Source: an optimization exercise on an open RTL-to-GDS flow (aim: small area and a short achievable clock period). Production flows keep margins and buffers that such runs may drop.
In this exercise RTL edits were held to simulation tests only and were not proved equivalent to the original.
The clock port is modelled as an ideal driver; clocking choices that lean on that would not hold on a real chip.
Power and IR drop assume default switching activity.

== run 1 ==
Design param_dual_port_ram, start of the top module:
module param_dual_port_ram #(
  parameter int DATA_WIDTH = 8,
  parameter int ADDR_WIDTH = 8,
  parameter int RDW_MODE   = 0,
  parameter int OUT_REG    = 0
) (
  input  logic                  clk,
  input  logic                  rst,
  input  logic                  wr,
  input  logic [ADDR_WIDTH-1:0] wr_addr,
  input  logic [DATA_WIDTH-1:0] d_in,
  input  logic                  rd,
  input  logic [ADDR_WIDTH-1:0] rd_addr,
  output logic [DATA_WIDTH-1:0] d_out,
  output logic                  rd_valid,
  output logic                  busy
);
Size in the first run: roughly 3800 cells after synthesis, roughly 2200 flip-flops, roughly 38 I/O pins, ~0.084 mm² of cells after synthesis.
==> flow/config.mk <==
export PLATFORM = sky130hd
export DESIGN_NAME = param_dual_port_ram
export DESIGN_NICKNAME = param_dual_port_ram
export VERILOG_FILES = /design/flow/design.v
export SDC_FILE = /design/flow/constraint.sdc
export NUM_CORES = 4
export LEC_CHECK = 0
export CAP_MARGIN = 20
export CORE_MARGIN = 2
export CORE_UTILIZATION = 45
export CTS_CLUSTER_DIAMETER = 100
export CTS_CLUSTER_SIZE = 30
export SETUP_SLACK_MARGIN = 2.0
export SLEW_MARGIN = 20
==> flow/constraint.sdc <==
create_clock -name core_clock -period 4.0 [get_ports {clk}]
set_input_delay 0.8000 -clock core_clock [delete_from_list [all_inputs] [get_ports {clk}]]
set_output_delay 0.8000 -clock core_clock [all_outputs]
set_load 0.01 [all_outputs]
standard.sh (not shown) runs the stock make flow with config.mk's settings and CLKGATE_MAP_FILE= SYNTH_SCRIPT=/design/flow/synth_recipe.tcl, a recipe that flattens the netlist after the stock synthesis.
==> flow/flow/run.sh <==
#!/bin/bash
# The standard layout, except that the end of the CTS step runs
# flow/post_cts.tcl, which rebuilds the top of the clock tree with fewer
# buffer levels. make's full output goes to make.log in the work folder;
# ORFS keeps each step's log under orfs/logs/.
set -euo pipefail
work=$(pwd)
bash standard.sh POST_CTS_TCL="$work/flow/post_cts.tcl" finish > "$work/make.log" 2>&1
==> flow/flow/flatten_tree.tcl <==
# Rebuilds the top of the clock tree that clock_tree_synthesis made: the
# root buffer and the level below it are replaced by NQ buffers, each driven
# straight from the clock port and driving the leaf buffers of one region
# of the die. Every register still sees the same two buffer levels.
proc flatten_clock_tree { {nq 4} } {
  set block [ord::get_db_block]
  set port [$block findBTerm clk]
  set n0 [$port getNet]

  # root buffer(s) on the port net
  set roots {}
  foreach it [$n0 getITerms] {
    if { [$it isInputSignal] } { lappend roots [$it getInst] }
  }
  if { [llength $roots] != 1 } { error "expected one root buffer, found [llength $roots]" }
  set root [lindex $roots 0]
  set n1 [[$root findITerm X] getNet]

  # mid buffers below the root, and the leaf buffers below them
  set mids {}
  foreach it [$n1 getITerms] {
    if { [$it isInputSignal] } { lappend mids [$it getInst] }
  }
  set leaves {}
  foreach m $mids {
    set mn [[$m findITerm X] getNet]
    foreach it [$mn getITerms] {
      if { [$it isInputSignal] } {
        lappend leaves $it
      }
    }
  }
  puts "flatten_clock_tree: root [$root getName], [llength $mids] mid buffers, [llength $leaves] leaf buffers"
  if { [llength $mids] < $nq } { error "fewer mid buffers than $nq" }

  # split the leaves into nq regions: first by x halves, then each by y halves
  set pts {}
  foreach it $leaves {
    set bb [[$it getInst] getBBox]
    lappend pts [list $it [expr {([$bb xMin] + [$bb xMax]) / 2}] [expr {([$bb yMin] + [$bb yMax]) / 2}]]
  }
  set groups [list $pts]
  while { [llength $groups] < $nq } {
    # split the largest group along its longer side
    set gi 0
    set best -1
    for {set i 0} {$i < [llength $groups]} {incr i} {
      if { [llength [lindex $groups $i]] > $best } { set best [llength [lindex $groups $i]]; set gi $i }
    }
    set g [lindex $groups $gi]
    set xs [lsort -integer [lmap p $g {lindex $p 1}]]
    set ys [lsort -integer [lmap p $g {lindex $p 2}]]
    set ax [expr {[lindex $xs end] - [lindex $xs 0] >= [lindex $ys end] - [lindex $ys 0] ? 1 : 2}]
    set s [lsort -integer -index $ax $g]
    set h [expr {[llength $s] / 2}]
    set groups [lreplace $groups $gi $gi [lrange $s 0 [expr {$h - 1}]] [lrange $s $h end]]
  }

  # keep nq of the mid buffers, one per group; delete the rest and the root
  set keep [lrange $mids 0 [expr {$nq - 1}]]
  set drop [lrange $mids $nq end]
  foreach it $leaves { $it disconnect }
  foreach m $mids {
    set mn [[$m findITerm X] getNet]
    [$m findITerm X] disconnect
    [$m findITerm A] disconnect
    if { $m in $drop } {
      odb::dbInst_destroy $m
      odb::dbNet_destroy $mn
    } else {
      set outnet($m) $mn
    }
  }
  [$root findITerm A] disconnect
  [$root findITerm X] disconnect
  odb::dbInst_destroy $root
  odb::dbNet_destroy $n1

  for {set i 0} {$i < $nq} {incr i} {
    set m [lindex $keep $i]
    set mn $outnet($m)
    [$m findITerm A] connect $n0
    [$m findITerm X] connect $mn
    set sx 0
    set sy 0
    set g [lindex $groups $i]
    foreach p $g {
      [lindex $p 0] connect $mn
      set sx [expr {$sx + [lindex $p 1]}]
      set sy [expr {$sy + [lindex $p 2]}]
    }
    set cx [expr {$sx / [llength $g]}]
    set cy [expr {$sy / [llength $g]}]
    $m setPlacementStatus PLACED
    $m setLocation $cx $cy
    puts "flatten_clock_tree: [$m getName] drives [llength $g] leaf buffers from ([expr {$cx / 1000.0}], [expr {$cy / 1000.0}])"
  }
}
Other scripts of this flow, unchanged in this note and not shown: flow/flow/post_cts.tcl
Run 1 finished all stages; the layout is clean.
Changes in run 2 relative to run 1:
- an added TNS_END_PERCENT of 0
- a change of SETUP_SLACK_MARGIN from 2.0 to 2.1
- a change of CTS_CLUSTER_SIZE from 30 to 26
--- a/flow/flow/flatten_tree.tcl
+++ b/flow/flow/flatten_tree.tcl
@@ -2,6 +2,27 @@
 # root buffer and the level below it are replaced by NQ buffers, each driven
 # straight from the clock port and driving the leaf buffers of one region
-# of the die. Every register still sees the same two buffer levels.
-proc flatten_clock_tree { {nq 4} } {
+# of the die. Every register still sees the same two levels. With qmaster
+# and lmaster given, the region drivers and the leaf buffers are then
+# rebuilt as those cells (an inverter on top and an inverting buffer at the
+# leaves keep the clock's polarity), and the dummy loads CTS added to
+# balance the old levels are removed.
+proc replace_clock_cell { inst master } {
+  set block [ord::get_db_block]
+  set name [$inst getName]
+  set loc [$inst getLocation]
+  set in [[$inst findITerm A] getNet]
+  set out [[$inst findITerm X] getNet]
+  odb::dbInst_destroy $inst
+  set ni [odb::dbInst_create $block $master $name]
+  [$ni findITerm A] connect $in
+  set o [$ni findITerm X]
+  if { $o == "NULL" } { set o [$ni findITerm Y] }
+  $o connect $out
+  $ni setLocation [lindex $loc 0] [lindex $loc 1]
+  $ni setPlacementStatus PLACED
+  return $ni
+}
+
+proc flatten_clock_tree { {nq 4} {qmaster ""} {lmaster ""} } {
   set block [ord::get_db_block]
   set port [$block findBTerm clk]
@@ -96,3 +117,31 @@
     puts "flatten_clock_tree: [$m getName] drives [llength $g] leaf buffers from ([expr {$cx / 1000.0}], [expr {$cy / 1000.0}])"
   }
+
+  if { $qmaster eq "" } { return }
+  set db [ord::get_db]
+  set qm [$db findMaster $qmaster]
+  set lm [$db findMaster $lmaster]
+  set nleaf 0
+  set ndummy 0
+  foreach m $keep {
+    foreach it [$outnet($m) getITerms] {
+      if { ![$it isInputSignal] } { continue }
+      set li [$it getInst]
+      set out [$li findITerm X]
+      if { $out == "NULL" } { set out [$li findITerm Y] }
+      if { $out == "NULL" || [$out getNet] == "NULL" } {
+        $it disconnect
+        odb::dbInst_destroy $li
+        incr ndummy
+      } elseif { [[$li getMaster] getName] eq "sky130_fd_sc_hd__clkbuf_16" } {
+        replace_clock_cell $li $lm
+        incr nleaf
+      } else {
+        error "flatten_clock_tree: unexpected clock cell [$li getName] ([[$li getMaster] getName])"
+      }
+    }
+    replace_clock_cell $m $qm
+  }
+  global_connect
+  puts "flatten_clock_tree: $nq region drivers as $qmaster, $nleaf leaf buffers as $lmaster, $ndummy dummy loads removed"
 }
--- outcome ---
- The worst slew slack as a fraction of its limit in run 2 was lower than what run 1 gave.
- Against run 1, register-to-register slack in run 2 came out worse.
- Detailed-route vias per instance, run 2 vs run 1: down slightly
- Diff run 1 -> run 2: number of antenna violations at the first check in global routing shrank by 2, proportion of cell area occupied by registers roughly the same, fraction of registers with async set or reset after synthesis about even.

== the reference run ==
Starting RTL as in the previous note.
clock: 4.0 ns
lec_check: 0
cap_margin: 20
core_margin: 2
core_utilization: 45
cts_cluster_diameter: 100
cts_cluster_size: 30
setup_slack_margin: 2.0
slew_margin: 20
run.sh (not shown) runs the stock make flow with config.mk's settings and CLKGATE_MAP_FILE= SYNTH_SCRIPT=/design/flow/synth_recipe.tcl, a recipe that flattens the netlist after the stock synthesis.
Stock flow here: none of the scripts above is used.
The reference run completed every stage of the flow, and the final layout passed the timing, design-rule and antenna checks.
Here is what was changed in the inputs of the trial run compared with the reference run.
- SETUP_SLACK_MARGIN changed from 2.0 to 1.7
==> summary.txt <==
The lower remaining max-slew budget at the tightest pin of the reference run and the trial run is in the reference run. Going from the reference run to the trial run, the total routing resource utilization after global routing was found to have gone down by 0.26 points. Compared with the reference run, in the trial run part of the power in registers increased by 0.2 points relative to the old numbers; summed area of non-filler cells in the final layout decreased by about 1.5% relative to the old numbers; clock network area share closely matched the old numbers; met2 wire length decreased by about 3% relative to the old numbers; final cell count without fillers decreased by 64 relative to the old numbers. Final core area utilization, the reference run and the trial run, lower one = the trial run.

Setup of indigo:
param_dual_port_ram, a different RTL version from the one above (not shown whole).
Size: roughly 4400 cells after synthesis, ~2300 flip-flops, about 38 I/O pins, roughly 85000 um^2 of cells after synthesis.
==> flow/design.v (excerpt) <==
module param_dual_port_ram #(
  parameter int DATA_WIDTH = 8,
  parameter int ADDR_WIDTH = 8,
  parameter int RDW_MODE   = 0,
  parameter int OUT_REG    = 0
) (
  input  logic                  clk,
  input  logic                  rst,
  input  logic                  wr,
  input  logic [ADDR_WIDTH-1:0] wr_addr,
  input  logic [DATA_WIDTH-1:0] d_in,
  input  logic                  rd,
  input  logic [ADDR_WIDTH-1:0] rd_addr,
  output logic [DATA_WIDTH-1:0] d_out,
  output logic                  rd_valid,
  output logic                  busy
);
clock: 4.0 ns
lec_check: 0
cap_margin: 20
core_margin: 2
core_utilization: 50
cts_cluster_diameter: 100
cts_cluster_size: 26
setup_slack_margin: 2.0
slew_margin: 20
synth_hierarchical: 1
synth_minimum_keep_size: 0
standard.sh (not shown) runs the stock make flow with config.mk's settings and CLKGATE_MAP_FILE= SYNTH_SCRIPT=/design/flow/synth_recipe.tcl, a recipe that flattens the netlist after the stock synthesis.
==> flow/flow/run.sh <==
#!/bin/bash
# The standard layout, with two hooks: at the end of the floorplan step
# flow/post_floorplan.tcl sets the read mux's AOI cells to their smallest
# drive, and at the end of the CTS step flow/post_cts.tcl rebuilds the top of
# the clock tree with fewer buffer levels. make's full output goes to
# make.log in the work folder; ORFS keeps each step's log under orfs/logs/.
set -euo pipefail
work=$(pwd)
bash standard.sh POST_FLOORPLAN_TCL="$work/flow/post_floorplan.tcl" POST_CTS_TCL="$work/flow/post_cts.tcl" finish > "$work/make.log" 2>&1
Other scripts of this flow, unchanged in this note and not shown: flow/flow/flatten_tree.tcl, flow/flow/post_cts.tcl, flow/flow/post_floorplan.tcl
Here is what was changed in the inputs of ember compared with indigo.
- SETUP_SLACK_MARGIN now 2.1, was 2.0
- CORE_UTILIZATION now 45, was 50
Findings:
Result: PASS for each of indigo and ember. Capturing instance or port of the critical path: r2[6]$_SDFFE_PP0P_ -> indigo, r2[4]$_SDFFE_PP0P_ -> ember. Re number of hold-slack violations in the final timing report: no difference whatsoever between ember and indigo. ember vs. indigo: sequential share of power went down by 0.3 points. [ember] number of cells on the worst reg-to-reg path rose 1 relative to indigo. Die area | ember > indigo. Met1 demand-to-capacity share in global routing: ember lower than indigo. ember vs. indigo: global-route wire length before repair went down by 2.0%; final-stage net count was more or less identical. [diff] minimum clock period after layout, ember relative to indigo: improvement. Re final cell count without fillers: indigo and ember aren't equal, and the higher value belongs to ember. On combinational-cell power consumption: ember sits below indigo.
For quartz, these inputs were changed with respect to ember:
- a change of SETUP_SLACK_MARGIN from 2.1 to 2.2
## What came out
quartz has completed all stages; timing, DRC and antenna checks passed. Via count of the first global-routing pass ends up higher on quartz. On quartz: met3 track demand over resource in global routing is 0.23 points higher than what ember gave. ember → quartz: proportion of power drawn by combinational gates grew by 0.3 points; register area held steady. After detailed routing, ember needs less wire than quartz. ember has higher slack of the critical path than quartz. quartz has final critical path time including I/O delays and setup above what ember had. [diff] setup slack of the worst register-to-register path, quartz relative to ember: regression. Topmost layer with routed signal wires = met4: ember; topmost layer with routed signal wires = met5: quartz. quartz -> ember: worst hold slack flat. Between quartz and ember, the post-route total power figures differ only marginally.
Edits applied to the flow inputs when going from quartz to tundra:
- SETUP_SLACK_MARGIN changed from 2.2 to 2.0
[summary]
quartz → tundra: cell area now sits lower; total track usage now sits lower.
tundra vs quartz, last element of the critical path: r2[5]$_SDFFE_PP0P_ vs r2[3]$_SDFFE_PP0P_
~same worst hold margin in tundra and quartz
Fraction of power consumed by the clock network of quartz is on par with tundra.
Summary — met2 global-route usage, tundra relative to quartz: lower, by 1.3 points.
Total detailed-routing wirelength (tundra over quartz): decrease, 12000 um
Summary of tundra over quartz: shortest clock period the worst path allows after layout grew by 46 ps; net switching fraction of the power level.

RTL: one of the versions met above, not the one the previous note started from.
For scale: ~3,800 cells after synthesis, about 0.084 mm2 of cells after synthesis.
Settings: LEC_CHECK=0, CAP_MARGIN=20, CORE_MARGIN=2, CORE_UTILIZATION=45, CTS_CLUSTER_DIAMETER=100, CTS_CLUSTER_SIZE=26, SETUP_SLACK_MARGIN=2.1, SLEW_MARGIN=20, TNS_END_PERCENT=5; clock period 4.0 ns.
==> flow/flow/run.sh <==
#!/bin/bash
# The standard layout, except at the CTS step: flow/pre_cts.tcl first moves
# the output registers beside their output buffers, and flow/post_cts.tcl
# then rebuilds the top of the clock tree with fewer, faster levels and
# repairs timing (the CTS step's own repair, made for the old tree, is
# skipped). make's full output goes to make.log in the work folder; ORFS keeps each step's
# log under orfs/logs/.
set -euo pipefail
work=$(pwd)
bash standard.sh SKIP_CTS_REPAIR_TIMING=1 PRE_CTS_TCL="$work/flow/pre_cts.tcl" POST_CTS_TCL="$work/flow/post_cts.tcl" finish > "$work/make.log" 2>&1
Other scripts of this flow, unchanged in this note and not shown: flow/flow/flatten_tree.tcl, flow/flow/post_cts.tcl, flow/flow/pre_cts.tcl
Then changed:
--- a/flow/config.mk
+++ b/flow/config.mk
@@ -15 +15 @@
-export TNS_END_PERCENT = 5
+export TNS_END_PERCENT = 0
After rerunning: Hold slack degrades by 100 ps; cell area went down slightly; clock skew went down by 18 ps; register-to-register slack is worse by 80 ps.

alpha:
The RTL this note starts from:
==> flow/design.v <==
module param_dual_port_ram #(
  parameter int DATA_WIDTH = 8,
  parameter int ADDR_WIDTH = 8,
  parameter int RDW_MODE   = 0,
  parameter int OUT_REG    = 0
) (
  input  logic                  clk,
  input  logic                  rst,
  input  logic                  wr,
  input  logic [ADDR_WIDTH-1:0] wr_addr,
  input  logic [DATA_WIDTH-1:0] d_in,
  input  logic                  rd,
  input  logic [ADDR_WIDTH-1:0] rd_addr,
  output logic [DATA_WIDTH-1:0] d_out,
  output logic                  rd_valid,
  output logic                  busy
);
  localparam int DEPTH = 1 << ADDR_WIDTH;
  localparam int W = DATA_WIDTH;
  localparam int LB = 4;                 
  localparam int NC = 1 << LB;           
  localparam int HB = ADDR_WIDTH - LB;   
  localparam int NGW = 1 << HB;          
  logic [W-1:0]          mem [DEPTH];
  logic                  busy_q;
  logic [NGW-1:0]        wh_n;             
  logic [NC-1:0]         wl_n;             
  logic [W-1:0]          wd_q;             
  logic [W-1:0]          cand_n [NC];     
  logic [NC-1:0]         rl_n;             
  logic                  hit;
  logic [W-1:0]          byp;
  logic [W-1:0]          r2;
  logic                  v1, v2;
  always_ff @(posedge clk)
    if (rst) begin
      busy_q <= 1'b1;
      wh_n   <= {{(NGW-1){1'b1}}, 1'b0};
      wl_n   <= {{(NC-1){1'b1}}, 1'b0};
      wd_q   <= '0;
    end else if (busy_q) begin
      busy_q <= wh_n[NGW-1] | wl_n[NC-1];
      wl_n   <= {wl_n[NC-2:0], wl_n[NC-1]};
      if (!wl_n[NC-1]) wh_n <= {wh_n[NGW-2:0], wh_n[NGW-1]};
      wd_q   <= '0;
    end else begin
      for (int g = 0; g < NGW; g++) wh_n[g] <= !wr || wr_addr[ADDR_WIDTH-1:LB] != HB'(g);
      for (int k = 0; k < NC; k++) wl_n[k] <= wr_addr[LB-1:0] != LB'(k);
      wd_q   <= d_in;
    end
  always_ff @(posedge clk)
    for (int i = 0; i < DEPTH; i++)
      if (!(wh_n[i / NC] || wl_n[i % NC])) mem[i] <= wd_q;
  localparam int NG = DEPTH / NC;
  logic [NG-1:0] gsel;
  logic [W-1:0]  cand_nd [NC];
  always_comb
    for (int g = 0; g < NG; g++) gsel[g] = rd_addr[ADDR_WIDTH-1:LB] == (ADDR_WIDTH-LB)'(g);
  for (genvar k = 0; k < NC; k++) begin : g_cand
    for (genvar b = 0; b < W; b++) begin : g_bit
      logic [NG/2-1:0] n1;
      logic [NG/8-1:0] n2;
      for (genvar p = 0; p < NG / 2; p++) begin : g_p
        param_dual_port_ram_aoi22 u_aoi (
          .a(gsel[2*p]), .b(mem[(2*p)*NC + k][b]),
          .c(gsel[2*p+1]), .d(mem[(2*p+1)*NC + k][b]), .y(n1[p]));
      end
      for (genvar q = 0; q < NG / 8; q++) begin : g_q
        param_dual_port_ram_nand4 u_nand (.a(n1[4*q +: 4]), .y(n2[q]));
      end
      param_dual_port_ram_nor2 u_nor (.a(n2), .y(cand_nd[k][b]));
    end
  end
  logic hit_d;
  always_comb hit_d = !(wh_n[rd_addr[ADDR_WIDTH-1:LB]] || wl_n[rd_addr[LB-1:0]]);
  logic [W-1:0] rsel;
  for (genvar b = 0; b < W; b++) begin : g_sel
    logic [NC-1:0]   t;      
    logic [NC/2-1:0] u1;     
    logic [NC/4-1:0] u2;     
    logic [NC/8-1:0] u3;     
    for (genvar k = 0; k < NC; k++) begin : g_t
      param_dual_port_ram_nor2 u_t (.a({rl_n[k], cand_n[k][b]}), .y(t[k]));
    end
    for (genvar j = 0; j < NC / 2; j++) begin : g_u1
      param_dual_port_ram_nor2 u_u1 (.a(t[2*j +: 2]), .y(u1[j]));
    end
    for (genvar j = 0; j < NC / 4; j++) begin : g_u2
      param_dual_port_ram_nand2 u_u2 (.a(u1[2*j +: 2]), .y(u2[j]));
    end
    for (genvar j = 0; j < NC / 8; j++) begin : g_u3
      param_dual_port_ram_nor2 u_u3 (.a(u2[2*j +: 2]), .y(u3[j]));
    end
    param_dual_port_ram_nand2 u_s (.a(u3), .y(rsel[b]));
  end
  always_ff @(posedge clk) begin
    for (int k = 0; k < NC; k++) cand_n[k] <= cand_nd[k];
    for (int k = 0; k < NC; k++) rl_n[k] <= hit_d || rd_addr[LB-1:0] != LB'(k);
    hit   <= hit_d;
    byp   <= wd_q;
  end
  always_ff @(posedge clk)
    if (rst) begin
      v1 <= 1'b0;
      v2 <= 1'b0;
      r2 <= '0;
    end else begin
      v1 <= rd & ~busy_q;
      v2 <= v1;
      if (v1) r2 <= rsel | (byp & {W{hit}});
    end
  assign busy     = busy_q;
  assign d_out    = r2;
  assign rd_valid = v2;
endmodule
module param_dual_port_ram_aoi22 (
  input  logic a, b, c, d,
  output logic y
);
  assign y = ~(a & b | c & d);
endmodule
module param_dual_port_ram_nand4 (
  input  logic [3:0] a,
  output logic       y
);
  assign y = ~&a;
endmodule
module param_dual_port_ram_nor2 (
  input  logic [1:0] a,
  output logic       y
);
  assign y = ~|a;
endmodule
module param_dual_port_ram_nand2 (
  input  logic [1:0] a,
  output logic       y
);
  assign y = ~&a;
endmodule
==> flow/config.mk <==
export PLATFORM = sky130hd
export DESIGN_NAME = param_dual_port_ram
export DESIGN_NICKNAME = param_dual_port_ram
export VERILOG_FILES = /design/flow/design.v
export SDC_FILE = /design/flow/constraint.sdc
export NUM_CORES = 4
export LEC_CHECK = 0
export CAP_MARGIN = 20
export CORE_MARGIN = 2
export CORE_UTILIZATION = 45
export CTS_CLUSTER_DIAMETER = 100
export CTS_CLUSTER_SIZE = 26
export SETUP_SLACK_MARGIN = 2.2
export SLEW_MARGIN = 20
export SYNTH_HIERARCHICAL = 1
export SYNTH_MINIMUM_KEEP_SIZE = 0
==> flow/constraint.sdc <==
create_clock -name core_clock -period 4.0 [get_ports {clk}]
set_input_delay 0.8000 -clock core_clock [delete_from_list [all_inputs] [get_ports {clk}]]
set_output_delay 0.8000 -clock core_clock [all_outputs]
set_load 0.01 [all_outputs]
==> flow/flow/run.sh <==
#!/bin/bash
# The standard layout, with two hooks: at the end of the floorplan step
# flow/post_floorplan.tcl sets the read mux's AOI cells to their smallest
# drive, and at the end of the CTS step flow/post_cts.tcl rebuilds the top of
# the clock tree with fewer buffer levels. make's full output goes to
# make.log in the work folder; ORFS keeps each step's log under orfs/logs/.
set -euo pipefail
work=$(pwd)
bash standard.sh POST_FLOORPLAN_TCL="$work/flow/post_floorplan.tcl" POST_CTS_TCL="$work/flow/post_cts.tcl" finish > "$work/make.log" 2>&1
Other scripts of this flow, unchanged in this note and not shown: flow/flow/flatten_tree.tcl, flow/flow/post_cts.tcl, flow/flow/post_floorplan.tcl
Relative to alpha, the following input files were edited for beta:
Settings: SETUP_SLACK_MARGIN changed from 2.2 to 2.1.
### Flow results
- Row worst slack on hold paths: beta higher / alpha lower
- On depth of the critical timing path with buffers and inverters included: between alpha and beta, it ends up lower for beta.
- alpha went all the way through the flow, and no timing, DRC or antenna check failed.
- The final layout from beta, which completed every stage, passed the timing, design-rule and antenna checks at the end of the flow.
- beta has total wirelength of the detailed-routed design below what alpha had.
- Sort alpha and beta by clock network power share, descending, and beta comes first.
- Vias per cell: higher on alpha
- met3 routing resource usage after global routing was lower in the run labelled beta.
- Sort alpha and beta by worst setup slack, ascending, and alpha comes first.
- Max utilization across alpha and beta: alpha
- Relative to alpha, the first-iteration DRC count of beta is lower by 9.5%.

## afterwards: timing with drivers on the ports
No port has a modelled driver above. Below, the same layouts with a new extraction and two added sets of constraints.
Step 1 sets driving cells, clkbuf_16 on the clock port and buf_2 on the other inputs (assumed; they add their load-dependent delay and slew).
Step 2, shift: input delay + t, output delay - t, t = (earliest + latest rising clock arrival at the registers) / 2. This alone moves slack from input paths to output paths.
a / b / c = ideal ports / drivers / drivers and shift; a / b = the first two.
| run | t, ns | setup slack, ns | worst setup path after step 2 | latest minus earliest clock arrival (ns) |
|---|---|---|---|---|
| run 1 | 0.757 | 1.971 / 1.808 / 1.051 | input to register | 0.064 / 0.064 |
| run 2 | 0.787 | 1.903 / 1.815 / 1.143 | input to register | 0.065 / 0.065 |
| the reference run | 0.849 | 1.861 / 1.771 / 1.086 | input to register | 0.046 / 0.045 |
| the trial run | 0.843 | 1.727 / 1.670 / 1.012 | input to register | 0.044 / 0.043 |
| indigo | 0.788 | 1.938 / 1.937 / 1.355 | input to register | 0.045 / 0.045 |
| ember | 0.775 | 2.038 / 1.958 / 1.414 | input to register | 0.042 / 0.042 |
| quartz | 0.783 | 2.015 / 1.947 / 1.486 | input to register | 0.044 / 0.044 |
| tundra | 0.779 | 1.968 / 1.953 / 1.318 | input to register | 0.043 / 0.042 |
| the first run of note 4 | 0.785 | 1.931 / 1.818 / 1.074 | input to register | 0.064 / 0.063 |
| the second run of note 4 | 0.774 | 1.874 / 1.798 / 1.034 | input to register | 0.046 / 0.046 |
| alpha | 0.800 | 1.881 / 1.822 / 1.102 | input to register | 0.060 / 0.060 |
| beta | 0.796 | 2.001 / 1.825 / 1.264 | input to register | 0.061 / 0.060 |
After both steps every run listed still meets setup and hold. The setup slack of run 1, which loses most, moves by -0.163 ns with the drivers and by -0.920 ns with both steps.
